What follows belongs to an exercise in optimizing a design on an open flow for small area, a short achievable clock period and few clock cycles; a production flow would make more cautious choices.
Where RTL was checked, it was by simulation tests only, not by an equivalence proof against the original.

## garnet
// fc_layer_top
module fc_layer_top (
	input  logic                     clk,
	input  logic                     reset_n,
	input  logic                     i_run,       
	input  fc_ctrl_pkg::cnt_t        i_num_cnt,   
	input  fc_data_pkg::data_t       i_node,      
	input  fc_data_pkg::weight_vec_t i_weights,   
	output logic                     o_idle,
	output logic                     o_read,
	output logic                     o_write,
	output logic                     o_done,
	output fc_ctrl_pkg::mem_req_t    o_mem_req,
	output fc_data_pkg::result_vec_t o_results
);
For scale: roughly 1600 cells after synthesis, roughly 300 flip-flops, roughly 200 I/O pins.
Settings: LEC_CHECK=0, CAP_MARGIN=20, CORE_MARGIN=2, CORE_UTILIZATION=40, CTS_CLUSTER_DIAMETER=100, CTS_CLUSTER_SIZE=30, SETUP_SLACK_MARGIN=5.0, SLEW_MARGIN=20; clock period 8.0 ns.
standard.sh (not shown) runs the stock make flow with config.mk's settings and CLKGATE_MAP_FILE= SYNTH_SCRIPT=/design/flow/synth_recipe.tcl, a recipe that flattens the netlist after the stock synthesis.
==> flow/flow/run.sh <==
#!/bin/bash
# Standard layout (standard.sh, unchanged synthesis), with two changes:
# plain buffers on the ports instead of delay buffers, and timing repair
# aiming further below the clock period. The make output goes to make.log in
# the work folder; ORFS keeps each step's own log under orfs/logs/.
set -euo pipefail
cd "$(dirname "$0")/.."
bash standard.sh "BUFFER_PORTS_ARGS=-buffer_cell sky130_fd_sc_hd__buf_2" \
	SETUP_SLACK_MARGIN=5.3 finish > make.log 2>&1
Changes in willow relative to garnet:
-- flow/design.v --
<<< garnet, line 30
	logic [15:0] acc_lo;
	logic [11:0] acc_hi;
	logic [1:0]  carry_q;    
	logic        mid;        
	logic        mid_q;      
>>> willow, line 30
	logic [15:0] acc_lo;
	logic [11:0] acc_hi;
	logic        inc_q;      
	logic        nodec_n_q;  
	logic        mid;        
	logic        mid_q;      
<<< garnet, line 338
	logic hi_inc, hi_dec;
	logic [11:0] hi_flip;
	assign hi_inc = carry_q[1];
	assign hi_dec = ~carry_q[1] & ~carry_q[0];
	assign hi_flip[0] = hi_inc | hi_dec;
	for (genvar i = 1; i < 12; i++) begin : g_hi
>>> willow, line 339
	logic hi_inc, hi_dec;
	logic [11:0] hi_flip;
	assign hi_inc = inc_q;
	assign hi_dec = nodec_n_q & ~inc_q;
	assign hi_flip[0] = hi_inc | hi_dec;
	for (genvar i = 1; i < 12; i++) begin : g_hi
<<< garnet, line 351
			acc_lo  <= '0;
			acc_hi  <= '0;
			carry_q <= 2'd1;
			mid_q   <= 1'b0;
		end else begin
			acc_lo  <= lo_sum[15:0];
			carry_q <= lo_sum[17:16];
			mid_q   <= mid;
			acc_hi  <= acc_hi ^ hi_flip;
>>> willow, line 352
			acc_lo  <= '0;
			acc_hi  <= '0;
			inc_q     <= 1'b0;
			nodec_n_q <= 1'b0;
			mid_q   <= 1'b0;
		end else begin
			acc_lo  <= lo_sum[15:0];
			inc_q     <= lo_sum[17];
			nodec_n_q <= ~lo_sum[16];
			mid_q   <= mid;
			acc_hi  <= acc_hi ^ hi_flip;
<<< garnet, line 378
);
	logic              busy_q;      
	logic              busy_o_q;    
	logic              ce_q;        
	logic              write_q;     
>>> willow, line 381
);
	logic              busy_q;      
	logic              idle_q;      
	logic              ce_q;        
	logic              write_q;     
<<< garnet, line 398
		if (!reset_n) begin
			busy_q  <= 1'b0;
			busy_o_q <= 1'b0;
			ce_q    <= 1'b0;
			write_q <= 1'b0;
>>> willow, line 401
		if (!reset_n) begin
			busy_q  <= 1'b0;
			idle_q  <= 1'b1;
			ce_q    <= 1'b0;
			write_q <= 1'b0;
<<< garnet, line 407
		end else begin
			busy_q  <= start | (busy_q & ~done_q);
			busy_o_q <= start | (busy_q & ~done_q);
			ce_q    <= start | (ce_q & ~read_last);
			write_q <= start | (write_q & ~last_q[5]);
>>> willow, line 410
		end else begin
			busy_q  <= start | (busy_q & ~done_q);
			idle_q  <= ~(start | (busy_q & ~done_q));
			ce_q    <= start | (ce_q & ~read_last);
			write_q <= start | (write_q & ~last_q[5]);
<<< garnet, line 450
	assign o_mem_req.ce   = ce_q;
	assign o_results      = results_flat;
	assign o_idle         = ~busy_o_q;
	assign o_read         = ce_q;
	assign o_write        = write_q;
>>> willow, line 453
	assign o_mem_req.ce   = ce_q;
	assign o_results      = results_flat;
	assign o_idle         = idle_q;
	assign o_read         = ce_q;
	assign o_write        = write_q;
==> results.txt <==
Comparing garnet and willow, sequential share of layout area is higher on willow.
Proportion of cell area spent on the clock network: willow > garnet
Compared with garnet, in willow average wire per standard cell shows a reduction of 0.71%, area growth from synthesis to final layout shows a reduction of 0.76 points.
Non-clock buffer count was lower in the run labelled willow.
garnet has higher first-iteration DRC count than willow.
Going from garnet to willow, portion of the clock cycle consumed by the worst path in the final layout shrinks by 0.31 points.
Compared with garnet, in willow die outline area has remained practically unchanged, worst relative slew slack has decreased, final number of setup-violating endpoints has remained practically unchanged.
garnet and willow ended up with nearly the same number of instances in the placed design.
No run of this note included a check of the RTL's function; only the layout flow was run.

========
fc_layer_top, a different RTL version from the one above (not shown whole).
Size: about 300 flip-flops, roughly 200 I/O pins.
Settings: LEC_CHECK=0, CAP_MARGIN=20, CORE_MARGIN=2, CORE_UTILIZATION=40, CTS_CLUSTER_DIAMETER=100, CTS_CLUSTER_SIZE=30, SETUP_SLACK_MARGIN=5.0, SLEW_MARGIN=20; clock period 8.0 ns.
run.sh (not shown) runs the stock make flow with config.mk's settings and CLKGATE_MAP_FILE= SYNTH_SCRIPT=/design/flow/synth_recipe.tcl, a recipe that flattens the netlist after the stock synthesis.
Stock flow here: none of the scripts above is used.
Testbench counts at the start, summed over its fixed seeds: cycles 35,971.
Next try:
--- a/flow/design.v
+++ b/flow/design.v
@@ -342,36 +342,28 @@
 	assign lo_sum[10] = n258;
 	assign lo_sum[11] = n259;
 	assign lo_sum[12] = n260;
 	assign lo_sum[13] = n261;
 	assign lo_sum[14] = n262;
 	assign lo_sum[15] = n263;
 	assign lo_sum[16] = n264;
 	assign lo_sum[17] = g247;
-	logic hi_inc, hi_dec;
-	logic [11:0] hi_flip;
-	assign hi_inc = carry_q[1];
-	assign hi_dec = ~carry_q[1] & ~carry_q[0];
-	assign hi_flip[0] = hi_inc | hi_dec;
-	for (genvar i = 1; i < 12; i++) begin : g_hi
-		assign hi_flip[i] = hi_flip[i-1] & (acc_hi[i-1] ^ hi_dec);
-	end
 	always_ff @(posedge clk) begin
 		pp_q <= pp;
 	end
 	always_ff @(posedge clk) begin
 		if (i_clear) begin
 			acc_lo  <= '0;
 			acc_hi  <= '0;
 			carry_q <= 2'd1;
 		end else begin
 			acc_lo  <= lo_sum[15:0];
 			carry_q <= lo_sum[17:16];
-			acc_hi  <= acc_hi ^ hi_flip;
+			acc_hi  <= acc_hi + {{(11){carry_q == 2'd0}}, carry_q != 2'd1};
 		end
 	end
 	assign o_acc = {{(32-28){acc_hi[11]}}, acc_hi, acc_lo};   
 endmodule
 `timescale 1ns/1ps
 module fc_layer_top (
 	input  logic                     clk,
 	input  logic                     reset_n,
@@ -381,54 +373,54 @@
 	input  fc_data_pkg::weight_vec_t i_weights,   
 	output logic                     o_idle,
 	output logic                     o_read,
 	output logic                     o_write,
 	output logic                     o_done,
 	output fc_ctrl_pkg::mem_req_t    o_mem_req,
 	output fc_data_pkg::result_vec_t o_results
 );
-	logic              busy_q;      
+	logic              idle_q;      
 	logic              ce_q;        
 	logic              write_q;     
 	logic              done_q;
 	logic              dv_q;        
 	logic              clr_q;       
 	logic [3:0]        last_q;      
 	fc_ctrl_pkg::cnt_t addr_q;      
 	logic              start;
 	logic              read_last;
 	logic [8:0]                node_x;   
 	logic [3:0]                         one, two, neg;
 	logic [3:0]                         one_q, two_q, neg_q;
 	logic [4*8-1:0] weights_q;
 	logic [4*32-1:0]  results_flat;
-	assign start     = i_run & ~busy_q;
+	assign start     = i_run & idle_q;
 	assign read_last = ce_q & (addr_q == '0);
 	always_ff @(posedge clk or negedge reset_n) begin
 		if (!reset_n) begin
-			busy_q  <= 1'b0;
+			idle_q  <= 1'b1;
 			ce_q    <= 1'b0;
 			write_q <= 1'b0;
 			done_q  <= 1'b0;
 			dv_q    <= 1'b0;
 			clr_q   <= 1'b0;
 			last_q  <= '0;
 		end else begin
-			busy_q  <= start | (busy_q & ~done_q);
+			idle_q  <= start ? 1'b0 : (idle_q | done_q);
 			ce_q    <= start | (ce_q & ~read_last);
 			write_q <= start | (write_q & ~last_q[3]);
 			done_q  <= last_q[3];
 			dv_q    <= ce_q;
 			clr_q   <= start;
 			last_q  <= {last_q[2:0], read_last};
 		end
 	end
 	always_ff @(posedge clk) begin
-		if (!busy_q) begin
+		if (idle_q) begin
 			addr_q <= i_num_cnt - fc_ctrl_pkg::cnt_t'(1);
 		end else begin
 			addr_q <= addr_q - fc_ctrl_pkg::cnt_t'(1);
 		end
 	end
 	assign node_x = {dv_q ? i_node : '0, 1'b0};
 	for (genvar i = 0; i < 4; i++) begin : g_booth
 		assign one[i] = node_x[2*i] ^ node_x[2*i+1];
@@ -451,13 +443,13 @@
 			.i_neg    (neg_q),
 			.i_weight (weights_q[g*8 +: 8]),
 			.o_acc    (results_flat[g*32 +: 32])
 		);
 	end
 	assign o_mem_req.addr = addr_q;
 	assign o_mem_req.ce   = ce_q;
 	assign o_results      = results_flat;
-	assign o_idle         = ~busy_q;
+	assign o_idle         = idle_q;
 	assign o_read         = ce_q;
 	assign o_write        = write_q;
 	assign o_done         = done_q;
 endmodule
The changed run finished clean.
Critical path depth went up by 1.
Core utilization hardly moves.
Design area went up by a few percent.
Worst hold slack barely changes.
Cell count rose by a few percent.
Non-clock buffer count is lower by 13.
Via count increases slightly.
Setup slack loses 3.7 ps.
No functional check of the RTL was part of the second run of this note.

## port drivers added, routing unchanged
The results above use ideal ports. As a check the final layouts listed here were re-extracted and re-timed, cells and wires unchanged. Step 1 sets driving cells, clkbuf_16 on the clock port and buf_2 on the other inputs (assumed; they add their load-dependent delay and slew). Step 2 also shifts input and output timing later by t, the mid clock arrival at the registers, as if the neighbouring blocks saw the same clock. Slacks: ideal ports / drivers / drivers and shift; pairs: ideal ports / drivers.
| run | shift t [ns] | setup WS [ns] | hold slack, ns |
|---|---|---|---|
| garnet | 0.571 | 5.219 / 5.165 / 5.032 | 0.360 / 0.360 / 0.360 |
| willow | 0.589 | 5.244 / 5.184 / 5.054 | 0.343 / 0.343 / 0.343 |
| the first run of note 2 | 0.565 | 4.966 / 4.966 / 4.595 | 0.361 / 0.361 / 0.361 |
| the second run of note 2 | 0.582 | 4.962 / 4.962 / 4.573 | 0.363 / 0.363 / 0.363 |
After both steps every run listed still meets setup and hold. The setup slack of the second run of note 2, which loses most, moves by 0.000 ns with the drivers and by -0.389 ns with both steps.
